What follows belongs to an exercise in optimizing a design on an open flow for small area, a short achievable clock period and few clock cycles; a production flow would make more cautious choices.
The RTL was checked by simulation tests, not by an equivalence proof against the original design.
No activity file was given, so power comes from the tool's default toggle rates.

==> design.v <==
package rfsc_pkg;
	localparam logic [1:0] OP_TICK  = 2'd0;
	localparam logic [1:0] OP_PLAY  = 2'd1;
	localparam logic [1:0] OP_STOP  = 2'd2;
	localparam logic [1:0] OP_WRITE = 2'd3;
	localparam logic [1:0] EV_ACT        = 2'd0;
	localparam logic [1:0] EV_DEACT      = 2'd1;
	localparam logic [1:0] EV_NONE_FOUND = 2'd2;
endpackage
module round_filtered_step_chaser_core (
	input  logic        clk,
	input  logic        arst_n,
	input  logic        cfg_we,
	input  logic [4:0]  cfg_wdata,
	input  logic        s_tvalid,
	output logic        s_tready,
	input  logic [1:0]  s_tuser,
	input  logic [71:0] s_tdata,
	output logic        m_tvalid,
	input  logic        m_tready,
	output logic [1:0]  m_tuser,
	output logic [23:0] m_tdata,
	output logic        m_tlast
);
	localparam logic [14:0] RN_TOP = 15'h7fff;
	logic [15:0] t_dur [16];
	logic [14:0] t_lo  [16];
	logic [14:0] t_hi  [16];
	logic [1:0]  t_fl  [16];
	logic [3:0]  last_q;       
	logic        playing_q;
	logic        srch_q;       
	logic        tick_q;       
	logic [7:0]  cnt_q;        
	logic [3:0]  cur_q;
	logic [14:0] rn_q;
	logic [16:0] el_q;
	logic [15:0] dcur_q;       
	logic        dfl_q;        
	logic [3:0]  cp_q;         
	logic [14:0] cr_q;
	logic        ov_q;         
	logic [1:0]  ok_q;
	logic [3:0]  os_q;
	logic [14:0] or_q;
	logic        ol_q;
	logic        pv_q;         
	logic [3:0]  ps_q;
	logic        accept;
	logic        op_tick, op_play, op_stop, op_write;
	assign s_tready = !srch_q && !pv_q && (!ov_q || m_tready);
	assign accept   = s_tvalid && s_tready;
	assign op_tick  = accept && (s_tuser == rfsc_pkg::OP_TICK);
	assign op_play  = accept && (s_tuser == rfsc_pkg::OP_PLAY);
	assign op_stop  = accept && (s_tuser == rfsc_pkg::OP_STOP);
	assign op_write = accept && (s_tuser == rfsc_pkg::OP_WRITE);
	logic [3:0]  w_idx;
	logic [15:0] w_min, w_ex, w_max;
	logic [14:0] lo_m, hi_m, lo_x, hi_x, w_lo, w_hi;
	logic        ex_on, never;
	assign w_idx = s_tdata[3:0];
	assign w_min = s_tdata[35:20];
	assign w_ex  = s_tdata[51:36];
	assign w_max = s_tdata[67:52];
	assign lo_m  = w_min[15] ? 15'd0 : w_min[14:0];
	assign hi_m  = w_max[15] ? RN_TOP : w_max[14:0];
	assign ex_on = !w_ex[15];
	assign never = (w_max[15] && (w_max != 16'hffff)) || (w_ex[15] && (w_ex != 16'hffff));
	assign lo_x  = (ex_on && (w_ex[14:0] > lo_m)) ? w_ex[14:0] : lo_m;
	assign hi_x  = (ex_on && (w_ex[14:0] < hi_m)) ? w_ex[14:0] : hi_m;
	assign w_lo  = never ? RN_TOP : lo_x;
	assign w_hi  = never ? 15'd0 : hi_x;
	always_ff @(posedge clk) begin
		if (op_write) begin
			t_dur[w_idx] <= s_tdata[19:4];
			t_lo[w_idx]  <= w_lo;
			t_hi[w_idx]  <= w_hi;
			t_fl[w_idx]  <= s_tdata[69:68];
		end
	end
	logic        hit;
	logic        wrap;
	logic [3:0]  np;
	logic [14:0] nr;
	assign hit  = (cr_q >= t_lo[cp_q]) && (cr_q <= t_hi[cp_q]);
	assign wrap = cp_q >= last_q;
	assign np   = wrap ? 4'd0 : cp_q + 4'd1;
	assign nr   = (wrap && (cr_q != RN_TOP)) ? cr_q + 15'd1 : cr_q;
	logic [16:0] el_inc;
	logic        adv;
	logic        try_c;        
	logic        is_tick;
	logic [16:0] el_base;
	assign el_inc  = (el_q == 17'h1ffff) ? el_q : el_q + 17'd1;
	assign adv     = el_q >= {1'b0, dcur_q};
	assign try_c   = srch_q || (op_tick && playing_q && adv) || (op_play && !playing_q);
	assign is_tick = srch_q ? tick_q : op_tick;
	assign el_base = srch_q ? el_q : el_inc;
	logic act_ev, deact_ev;
	assign act_ev   = t_fl[cp_q][0];
	assign deact_ev = is_tick && dfl_q;
	always_ff @(posedge clk or negedge arst_n) begin
		if (!arst_n) begin
			last_q    <= 4'd0;
			playing_q <= 1'b0;
			srch_q    <= 1'b0;
			cp_q      <= 4'd0;
			cr_q      <= 15'd1;
			ov_q      <= 1'b0;
			pv_q      <= 1'b0;
		end else begin
			if (cfg_we) begin
				if (cfg_wdata == 5'd0) last_q <= 4'd0;
				else if (cfg_wdata > 5'd16) last_q <= 4'd15;
				else last_q <= 4'(cfg_wdata - 5'd1);
			end
			if (ov_q && m_tready) begin
				ov_q <= pv_q;
				pv_q <= 1'b0;
			end
			if (op_play && !playing_q) playing_q <= 1'b1;
			if (op_stop && playing_q) begin
				playing_q <= 1'b0;
				cp_q      <= 4'd0;
				cr_q      <= 15'd1;
				if (dfl_q) ov_q <= 1'b1;
			end
			if (try_c) begin
				if (hit) begin
					srch_q <= 1'b0;
					cp_q   <= np;
					cr_q   <= nr;
					if (act_ev || deact_ev) ov_q <= 1'b1;
					pv_q   <= act_ev && deact_ev;
				end else if (srch_q && (cnt_q == 8'd255)) begin
					srch_q    <= 1'b0;
					playing_q <= 1'b0;
					cp_q      <= 4'd0;
					cr_q      <= 15'd1;
					ov_q      <= 1'b1;
				end else begin
					srch_q <= 1'b1;
					cp_q   <= np;
					cr_q   <= nr;
				end
			end
		end
	end
	always_ff @(posedge clk) begin
		if (op_tick && playing_q) el_q <= el_inc;
		if (op_play && !playing_q) begin
			el_q <= 17'd0;
			cur_q <= 4'd0;
			rn_q  <= 15'd0;
		end
		if (op_write && (w_idx == cur_q)) begin
			dcur_q <= s_tdata[19:4];
			dfl_q  <= s_tdata[69];
		end
		if (ov_q && m_tready) begin
			ok_q <= rfsc_pkg::EV_DEACT;
			os_q <= ps_q;
			ol_q <= 1'b1;
		end
		if (op_stop && playing_q) begin
			ok_q <= rfsc_pkg::EV_DEACT;
			os_q <= cur_q;
			or_q <= rn_q;
			ol_q <= 1'b1;
		end
		if (try_c) begin
			if (!srch_q) tick_q <= op_tick;
			if (hit) begin
				cur_q  <= cp_q;
				rn_q   <= cr_q;
				dcur_q <= t_dur[cp_q];
				dfl_q  <= t_fl[cp_q][1];
				if (is_tick) el_q <= el_base - {1'b0, dcur_q};
				ok_q   <= act_ev ? rfsc_pkg::EV_ACT : rfsc_pkg::EV_DEACT;
				os_q   <= act_ev ? cp_q : cur_q;
				or_q   <= cr_q;
				ol_q   <= !(act_ev && deact_ev);
				ps_q   <= cur_q;
			end else if (srch_q && (cnt_q == 8'd255)) begin
				cur_q <= cp_q;
				rn_q  <= cr_q;
				ok_q  <= rfsc_pkg::EV_NONE_FOUND;
				os_q  <= cp_q;
				or_q  <= cr_q;
				ol_q  <= 1'b1;
			end else begin
				cnt_q <= srch_q ? cnt_q + 8'd1 : 8'd1;
			end
		end
	end
	assign m_tvalid = ov_q;
	assign m_tuser  = ok_q;
	assign m_tdata  = {5'd0, or_q, os_q};
	assign m_tlast  = ol_q;
endmodule
==> run.sh <==
#!/bin/bash
# synth_recipe.tcl (not shown) runs the flow's synth.tcl, then flattens the netlist and writes it again
# the make line also repeats each setting of config.mk as NAME=value (left out here)
make -C /OpenROAD-flow-scripts/flow DESIGN_CONFIG=/design/flow/config.mk WORK_HOME=/design/flow/orfs CLKGATE_MAP_FILE= SYNTH_SCRIPT=/design/flow/synth_recipe.tcl finish
==> config.mk <==
export PLATFORM = sky130hd
export DESIGN_NAME = round_filtered_step_chaser_core
export DESIGN_NICKNAME = round_filtered_step_chaser_core
export VERILOG_FILES = /design/flow/design.v
export SDC_FILE = /design/flow/constraint.sdc
export NUM_CORES = 4
export LEC_CHECK = 0
export CAP_MARGIN = 20
export CORE_MARGIN = 2
export CORE_UTILIZATION = 40
export SLEW_MARGIN = 20
==> constraint.sdc <==
create_clock -name core_clock -period 5.0 [get_ports {clk}]
set_input_delay 1.0000 -clock core_clock [delete_from_list [all_inputs] [get_ports {clk}]]
set_output_delay 1.0000 -clock core_clock [all_outputs]
set_load 0.01 [all_outputs]
==> results.txt <==
Clock network:
- The number of buffers inserted during clock tree synthesis is a little under 90.
- The total number of H-tree levels is 3.
- The clock passes through at most 3 buffers.
- The number of hold buffers added after CTS was 0.
- For this design, the sink count on the clock tree is ~900.
- Clock tree synthesis selected as its root buffer the cell clkbuf_16.
- Clock latency on the worst-skew pair, taken at its later pin, is about 0.66 ns.
- The clock tree from TritonCTS is yes.
- Once the clock tree was built, the resizer swapped 0 gates to a different size.
- Once the clock tree was built, the setup fixing pass inserted 0 buffers.
- Clock-pin slew was measured on the worst setup and hold paths at roughly 0.060 ns.

Run status:
- The run finished with no timing, DRC or antenna violations.

Timing:
- The fmax is approximately 0.22 GHz.
- Setup repair after global routing left no endpoint under its margin.
- After layout, the worst path uses roughly 90% of the clock period.
- The number of pins with negative max-slew slack in the final report is 0.
- For the final database, setup skew stands at approximately 0.038 ns.
- After layout, the worst setup slack is approximately 0.39 ns.
- For the final routed database, the setup TNS stands at 0 ns.
- For the pin with the worst max-slew slack, the measured transition is between 1 and 1.5 ns.
- The worst pin sits at a relative slew slack of 27.6%.
- Setup violations remaining at the end of the flow were counted as 0.
- The smallest clock period supported by the final layout is computed as 4.61 ns.
- The number of endpoints with negative hold slack in the final report is 0.

Route:
- The first TritonRoute pass finished after 7 iterations.
- The final layout contains routed wiring with a total length of 91300 um.
- The routed layout has 21000 vias.
- For this run, design rule violations remaining after detail routing come to 0.
- The wire length per cell after detailed routing is roughly 25 um.
- After detailed routing, the number of vias per cell comes to around 5.7.
- The count of antenna-violating nets left after detailed routing is 0.
- The number of design-rule violations left by the first detailed-router iteration is 1846.

Finish:
- Leaving out fill and tap cells, the most frequent cells in the layout are edfxtp_1 (781), mux4_2 (239), clkdlybuf4s50_1 (105), ha_1 (100), nand2_1 (94).
- At the end of the flow, the number of nets in the layout was around 2600.
- The area used by sequential logic in the layout is about 26000 um2.
- Summing all multi-input logic gate instances after layout gives between 10000 and 15000 um2.
- The final instance count without filler cells is ~3700.
- After routing the design area is 44200 um2.
- Counting the fill cells in the layout gives 7951.
- Cells with a size suffix above 1 make up 20.2% of the layout.
- The area growth from synthesis to layout is 15.9%.
- The library cell used most frequently in the layout, excluding fill and tap cells, is edfxtp_1.

Floorplanning:
- The floorplan die height is between 300 and 400 um.
- The area of the core is between 90000 and 100000 um2.
- For this design the top-level I/O count stands at between 100 and 150.
- The area enclosed by the die boundary is approximately 98000 um2.
- For this configuration, the core starts out at a cell density of 40.3%.
- In this run the horizontal extent of the chip is ~310 um.
- The floorplan has roughly 110 rows.

Global routing:
- The first global-routing pass estimated approximately 140000 um of wire.
- The aggregate global-route resource usage is 18.6%.
- The number of global-route vias before repair is 21500.
- The initial antenna violation count is 2.
- The remaining global-route overflow is 0.
- The pin count of the biggest net entering global routing is 69.

Critical path:
- The kind of start point of the critical path is a flip-flop.
- The worst endpoint required time is between 5 and 6 ns.
- The data arrival time of the critical path is 5.10 ns.
- The kind of capture point of the worst setup path is a flip-flop.
- The critical setup path kind is flip-flop to flip-flop.
- Along the worst path, the maximum fanout reaches 34.

Worst hold path:
- The tightest min-delay check is of the flip-flop to flip-flop type.

Synth:
- Of all flip-flops after synthesis, the portion carrying an async set or reset was 3.06%.
- The count of flip-flops with a built-in enable after synthesis is roughly 800.
- Counting every instance in the synthesized netlist gives about 2200.
- edfxtp_1 takes more of the synthesized area than any other cell.
- For this run, the leading register cell type out of synthesis is edfxtp_1.
- Summing the sequential cell areas from Yosys gives 67.2% of the chip area.
- The number of flip-flops and latches in the synthesized netlist is 883.
- Yosys attributes the largest share of cell area to edfxtp_1 (61%), mux4_2 (14%), dfxtp_1 (3.9%).
- For this run, the number of Yosys warnings is 1.
- The average cell area after synthesis is 17.3 um2.
- The netlist uses 87 different library cells.
- The mapped netlist covers about 38000 um2.
- The area share of the largest cell type after synthesis is slightly above 60%.

Placed design:
- The number of instances in the placed design is 3543.
- The HPWL reported at the end of detailed placement is around 52000 um.
- The worst setup slack after placement is just over 0.3 ns.
- After detailed placement, the total cell area comes to ~41000 um2.
- The global placement routability congestion is 0.854.
- Input and output buffers added on the ports amount to about 110.

Power:
- The sum of internal, switching and leakage power is slightly above 20 mW.
- For this design the ratio of total power to cell area is approximately 470 nW/um2.
- The total leakage power is roughly 15 nW.
- VDD sags by at most 0.000274 V.

Job:
- Max-cap violations in this run came to 0.
==> per-stage QoR <==
step,hold slack [ns],utilization (%)
6_report,0.463,46.7
4_1_cts,0.466,46.7
2_1_floorplan,0.438,-
5_1_grt,0.484,46.7
3_5_place_dp,0.455,43.7
3_3_place_gp,0.445,43.7
==> registers in the layout (all words and copies together) (netlist names), 8 cells and up <==
| register | cells |
|---|---|
| cnt_q | 8 |
| cr_q | 15 |
| dcur_q | 16 |
| el_q | 17 |
| or_q | 15 |
| rn_q | 15 |
| t_dur | 256 |
| t_fl | 32 |
| t_hi | 240 |
| t_lo | 240 |
==> critical path: stages, from the launching register on <==
cell	delay, ns
dfrtp_4	0.48
buf_12	0.28
buf_12	0.22
mux4_2	0.52
mux4_2	0.50
inv_1	0.16
ha_1	0.27
nand4_1	0.12
a21oi_1	0.06
o31a_1	0.33
o21ai_0	0.53
o311ai_4	0.29
buf_4	0.35
nor2_1	0.19
a21oi_1	0.07
==> synthesized netlist by cell type, drive strengths merged (7+ instances only) <==
cell,number
o211ai,22
mux2i,82
nor3,13
and3,18
mux4,239
dfxtp,75
nand4,26
xnor2,25
o21ai,52
nand2,95
nand3,58
o22ai,7
edfxtp,781
a31oi,15
buf,48
a21o,22
inv,83
o21a,9
clkbuf,65
ha,100
a21oi,70
and2,7
nand2b,25
dfrtp,26
xor2,21
nor2,84
o311a,14
nor4,7
==> cell type report <==
cell class              instances  area share, %
clock inverters                49           1.00
clock buffers                 114           5.38
diodes                          1        0.00566
well taps                    1265           3.58
inverters                      84          0.715
flip-flops and latches        883           57.9
repair buffers                190           4.49
multi-input cells            1125           26.9
==> path summary, 6_finish.rpt <==
check	from	endpoint	slack, ns	cells past startpoint
min in group asynchronous	arst_n	last_q[0]	0.75	2
worst min-delay path	rn_q[0]	rn_q[0]	0.46	2
worst min register to register	rn_q[0]	rn_q[0]	0.46	2
worst max-delay path	cp_q[0]	dcur_q[12]	0.39	14
worst max register to register	cp_q[0]	dcur_q[12]	0.39	14
max in group asynchronous	arst_n	cr_q[0]	3.93	2
==> report_power, final <==
group          internal, mW  switching [mW]  total, mW
Combinational          2.80            2.86       5.66
Sequential             8.35           0.339       8.69
Clock                  3.65            2.79       6.44
Total                  14.8            5.99       20.8
==> metal layers <==
metal	track usage (%)	up-vias	wire length [um]
met5	0	-	0
met4	4.57	0	1490
met3	2.63	102	5640
met2	30.0	679	43300
met1	26.9	11000	40900
li1	-	9245	-
==> cell families (layout without fill, tap and decap cells) <==
group / Yosys count / count (layout) / share of synthesized area (%)
flip-flops: 883 / 883 / 67.2
multiplexers: 327 / 327 / 16.4
buffers and inverters: 197 / 437 / 2.18
AO/OA/AOI/OAI: 270 / 270 / 4.77
AND/OR/NAND/NOR: 374 / 374 / 5.01
other: 1 / 6 / 0.00983
XOR/XNOR: 46 / 46 / 1.06
adder cells (fa/ha/maj): 103 / 103 / 3.38
Testbench counts, summed over its fixed seeds: cycles 11,029.

[separate check: timing with driven ports]
The results above use ideal ports. As a check the final layout listed here was re-extracted and re-timed, cells and wires unchanged.
Step 1 sets driving cells, clkbuf_16 on the clock port and buf_2 on the other inputs (assumed; they add their load-dependent delay and slew).
Step 2 also shifts input and output timing later by t, the mid clock arrival at the registers, as if the neighbouring blocks saw the same clock.
Three values: ideal, step 1, step 2; two values: the first two.
t, ns: 0.701
setup slack, ns: 0.389 / 0.389 / 0.389
slew at the worst register clock pin (ns): 0.06 / 0.06
cell pins on the clock port's net: 1
After both steps this run still meets setup and hold. For this run, drivers alone change the setup slack by 0.000 ns; drivers and shift together by 0.000 ns.
